What follows belongs to an exercise in optimizing a design on an open flow for small area, a short achievable clock period and few clock cycles per item; a production flow would make more cautious choices. In this exercise RTL edits were held to simulation tests only and were not proved equivalent to the original. The clock port is modelled as an ideal driver; clocking choices that lean on that would not hold on a real chip. No activity file was given, so power comes from the tool's default toggle rates.

== job 6841 ==
==> flow/design.v (excerpt) <==
module app_shell_top (
	input  logic                                global_clk,
	input  logic                                global_rst_n,
	input  logic                                awvalid,
	input  logic [softreg_pkg::SR_ADDR_W-1:0]   awaddr,
	output logic                                awready,
	input  logic                                wvalid,
	input  logic [softreg_pkg::SR_DATA_W-1:0]   wdata,
	input  logic [softreg_pkg::SR_DATA_W/8-1:0] wstrb,
	output logic                                wready,
	output logic                                bvalid,
	output logic [1:0]                          bresp,
	input  logic                                bready,
	input  logic                                arvalid,
	input  logic [softreg_pkg::SR_ADDR_W-1:0]   araddr,
	output logic                                arready,
	output logic                                rvalid,
	output logic [softreg_pkg::SR_DATA_W-1:0]   rdata,
	output logic [1:0]                          rresp,
	input  logic                                rready
);
Size: about 550 flip-flops, roughly 150 I/O pins, roughly 0.020 mm² of cells after synthesis.
Settings: LEC_CHECK=0, CAP_MARGIN=20, CORE_MARGIN=2, CORE_UTILIZATION=40, CTS_BUF_LIST=sky130_fd_sc_hd__clkbuf_16, CTS_CLUSTER_DIAMETER=60, CTS_CLUSTER_SIZE=24, SETUP_SLACK_MARGIN=1.9, SLEW_MARGIN=20, SYNTH_HIERARCHICAL=1; clock period 4.0 ns.
standard.sh (not shown) runs the stock make flow with config.mk's settings and CLKGATE_MAP_FILE= SYNTH_SCRIPT=/design/flow/synth_recipe.tcl, a recipe that flattens the netlist after the stock synthesis.
==> flow/flow/run.sh <==
#!/bin/bash
# Standard ORFS layout, with these knobs changed: port buffers are buf_4
# rather than the platform's pick; timing repair may resize a cell to any
# footprint; clock tree synthesis adds no dummy loads; after clock tree
# synthesis, flow/post_cts.tcl runs more setup repair in steps. The full
# make output goes to standard_flow.log here; each ORFS step also keeps its
# own log under orfs/logs/.
set -euo pipefail
bash standard.sh MATCH_CELL_FOOTPRINT=0 \
	"BUFFER_PORTS_ARGS=-buffer_cell sky130_fd_sc_hd__buf_4" \
	"CTS_ARGS=-sink_clustering_enable -repair_clock_nets -sink_clustering_size 24 -sink_clustering_max_diameter 60 -buf_list {sky130_fd_sc_hd__clkbuf_8 sky130_fd_sc_hd__clkbuf_16} -dont_use_dummy_load" \
	"POST_CTS_TCL=$PWD/flow/post_cts.tcl" \
	finish > standard_flow.log 2>&1
==> flow/flow/post_cts.tcl <==
# Extra setup repair after clock tree synthesis. The resizer works on the
# worst endpoint first and stops when it cannot improve it, which leaves
# the other endpoints short of the target; raising the margin in steps
# brings every endpoint up to each level before the next.
foreach margin {1.2 1.5 1.7 1.8 1.9 2.0} {
  repair_timing -setup -setup_margin $margin -repair_tns 100
}
detailed_placement
check_placement -verbose
estimate_parasitics -placement
report_worst_slack -max
Job 6841 ended with every stage complete and zero timing, DRC or antenna violations.
Testbench counts of job 6841, summed over its fixed seeds: cycles 4,808, txns 4,800.
[inputs] job 5890 vs job 6841
Settings: swapping 1.9 for 2.0 in SETUP_SLACK_MARGIN.
-- flow/flow/post_cts.tcl --
<<< job 6841, line 5
foreach margin {1.2 1.5 1.7 1.8 1.9 2.0} {
>>> job 5890, line 5
foreach margin {1.2 1.5 1.7 1.8 1.85 1.9 1.95 2.0 2.05 2.1} {
==> notes.md <==
- Job 5890 did not stop at any stage, and its layout met the timing, design-rule and antenna checks.
- Cmp job 5890 and job 6841 / global-route usage / lower: job 6841
- Relative to job 6841, sequential share of layout area has gone down in job 5890.
- Slowest library cell on the worst path = sky130_fd_sc_hd__a222oi_1: job 5890; slowest library cell on the worst path = sky130_fd_sc_hd__edfxtp_1: job 6841
- The lower signed area change from the synthesized netlist to the final layout came out of job 6841.
- Run comparison: job 6841 launch point of the critical path sk_idx_q[0]; job 5890 launch point of the critical path araddr[4]
Changes in job 5279 relative to job 5890:
Settings: SETUP_SLACK_MARGIN: 2.0 -> 1.9; CORE_UTILIZATION: 40 -> 60.
-- flow/flow/run.sh --
<<< job 5890, line 2
# Standard ORFS layout, with these knobs changed: port buffers are buf_4
>>> job 5279, line 2
# Standard ORFS layout, with these knobs changed: port buffers are buf_2
<<< job 5890, line 10
	"BUFFER_PORTS_ARGS=-buffer_cell sky130_fd_sc_hd__buf_4" \
>>> job 5279, line 10
	"BUFFER_PORTS_ARGS=-buffer_cell sky130_fd_sc_hd__buf_2" \
-- flow/flow/post_cts.tcl --
<<< job 5890, line 5
foreach margin {1.2 1.5 1.7 1.8 1.85 1.9 1.95 2.0 2.05 2.1} {
>>> job 5279, line 5
foreach margin {1.2 1.5 1.7 1.8 1.9 2.0} {
## What came out
- Job 5279: design area is about 1.6% lower than what job 5890 reported.
- Changes observed in job 5279 relative to job 5890: maximum clock skew at final layout now smaller, clock share of power now larger, weighted congestion reported at the end of routability-driven placement now larger.
- Between job 5890 and job 5279, the flow reports met2 wire length decreasing by more than 10%.
- On worst setup slack: job 5279 sits below job 5890.
- Looking only at clock latency at the later pin of the worst-skew pair, and setting everything else aside, the lower value of job 5279 and job 5890 goes to job 5279.
- Job 5890 -> job 5279: count of multi-input gates decreased slightly
- For job 5890, the cell at the slowest stage of the critical path was sky130_fd_sc_hd__a222oi_1, unlike job 5279, where it was sky130_fd_sc_hd__a31o_4.
- Reported for job 5279 and job 5890, synthesized cell count turned out identical to the last digit.
- Job 5279 vs. job 5890: shortest clock period the worst path allows after layout went up by 33 ps.
- Job 5279 vs job 5890: count of cell instances traversed by the critical path down
For job 4162, these inputs were changed with respect to job 5279:
Settings: changing SETUP_SLACK_MARGIN from 1.9 to 2.0; changing CORE_UTILIZATION from 60 to 40.
-- flow/flow/run.sh --
<<< job 5279, line 2
# Standard ORFS layout, with these knobs changed: port buffers are buf_2
>>> job 4162, line 2
# Standard ORFS layout, with these knobs changed: port buffers are buf_4
<<< job 5279, line 10
	"BUFFER_PORTS_ARGS=-buffer_cell sky130_fd_sc_hd__buf_2" \
	"CTS_ARGS=-sink_clustering_enable -repair_clock_nets -sink_clustering_size 24 -sink_clustering_max_diameter 60 -buf_list {sky130_fd_sc_hd__clkbuf_8 sky130_fd_sc_hd__clkbuf_16} -dont_use_dummy_load" \
>>> job 4162, line 10
	"BUFFER_PORTS_ARGS=-buffer_cell sky130_fd_sc_hd__buf_4" \
	"CTS_ARGS=-sink_clustering_enable -repair_clock_nets -sink_clustering_size 32 -sink_clustering_max_diameter 80 -buf_list {sky130_fd_sc_hd__clkbuf_8 sky130_fd_sc_hd__clkbuf_16} -dont_use_dummy_load" \
-- flow/flow/post_cts.tcl --
<<< job 5279, line 5
foreach margin {1.2 1.5 1.7 1.8 1.9 2.0} {
>>> job 4162, line 5
foreach margin {1.2 1.5 1.7 1.8 1.85 1.9 1.95 2.0 2.05 2.1} {
Share of synthesized area occupied by flip-flops and latches: job 5279 vs job 4162 identical
The combinational power in job 4162 sits about 8% above the value recorded for job 5279.
Job 4162 — largest net degree at the start of global routing about 54% higher, job 5279 as reference
The number of cell instances on the worst register-to-register path of job 4162 is higher than that of job 5279.
Against job 5279 as the reference, job 4162 delivers a lower met3 track demand over resource.
Of job 4162 and job 5279, it is job 4162 that has the lower worst-case vdd ir drop.
Summary of the comparison: clock latency on the worst-skew pair is higher in job 4162, relative to job 5279.

[static timing again, ports no longer ideal]
No port has a modelled driver above. Below, the same layouts with a new extraction and two added sets of constraints. Step 1 (the two cells are an assumption about what drives the block):
set clk [get_ports {global_clk}]
set_driving_cell -lib_cell sky130_fd_sc_hd__clkbuf_16 $clk
set_driving_cell -lib_cell sky130_fd_sc_hd__buf_2 [delete_from_list [all_inputs] $clk]
Step 2, shift: input delay + t, output delay - t, t = (earliest + latest rising clock arrival at the registers) / 2. This alone moves slack from input paths to output paths. Three values: ideal, step 1, step 2; two values: the first two.
run	t (ns)	setup WS [ns]	clock arrival spread, ns	worst slew at a driven data input, ns
job 6841	0.634	1.877 / 1.877 / 1.347	0.070 / 0.070	0.05
job 5890	0.582	1.918 / 1.934 / 1.361	0.049 / 0.048	0.07
job 5279	0.557	1.885 / 1.885 / 1.379	0.048 / 0.048	0.03
job 4162	0.604	1.891 / 1.891 / 1.344	0.046 / 0.046	0.07
After both steps setup and hold are still met in every run listed. For job 5890, which loses most, drivers alone change the setup slack by +0.016 ns; drivers and shift together by -0.557 ns.
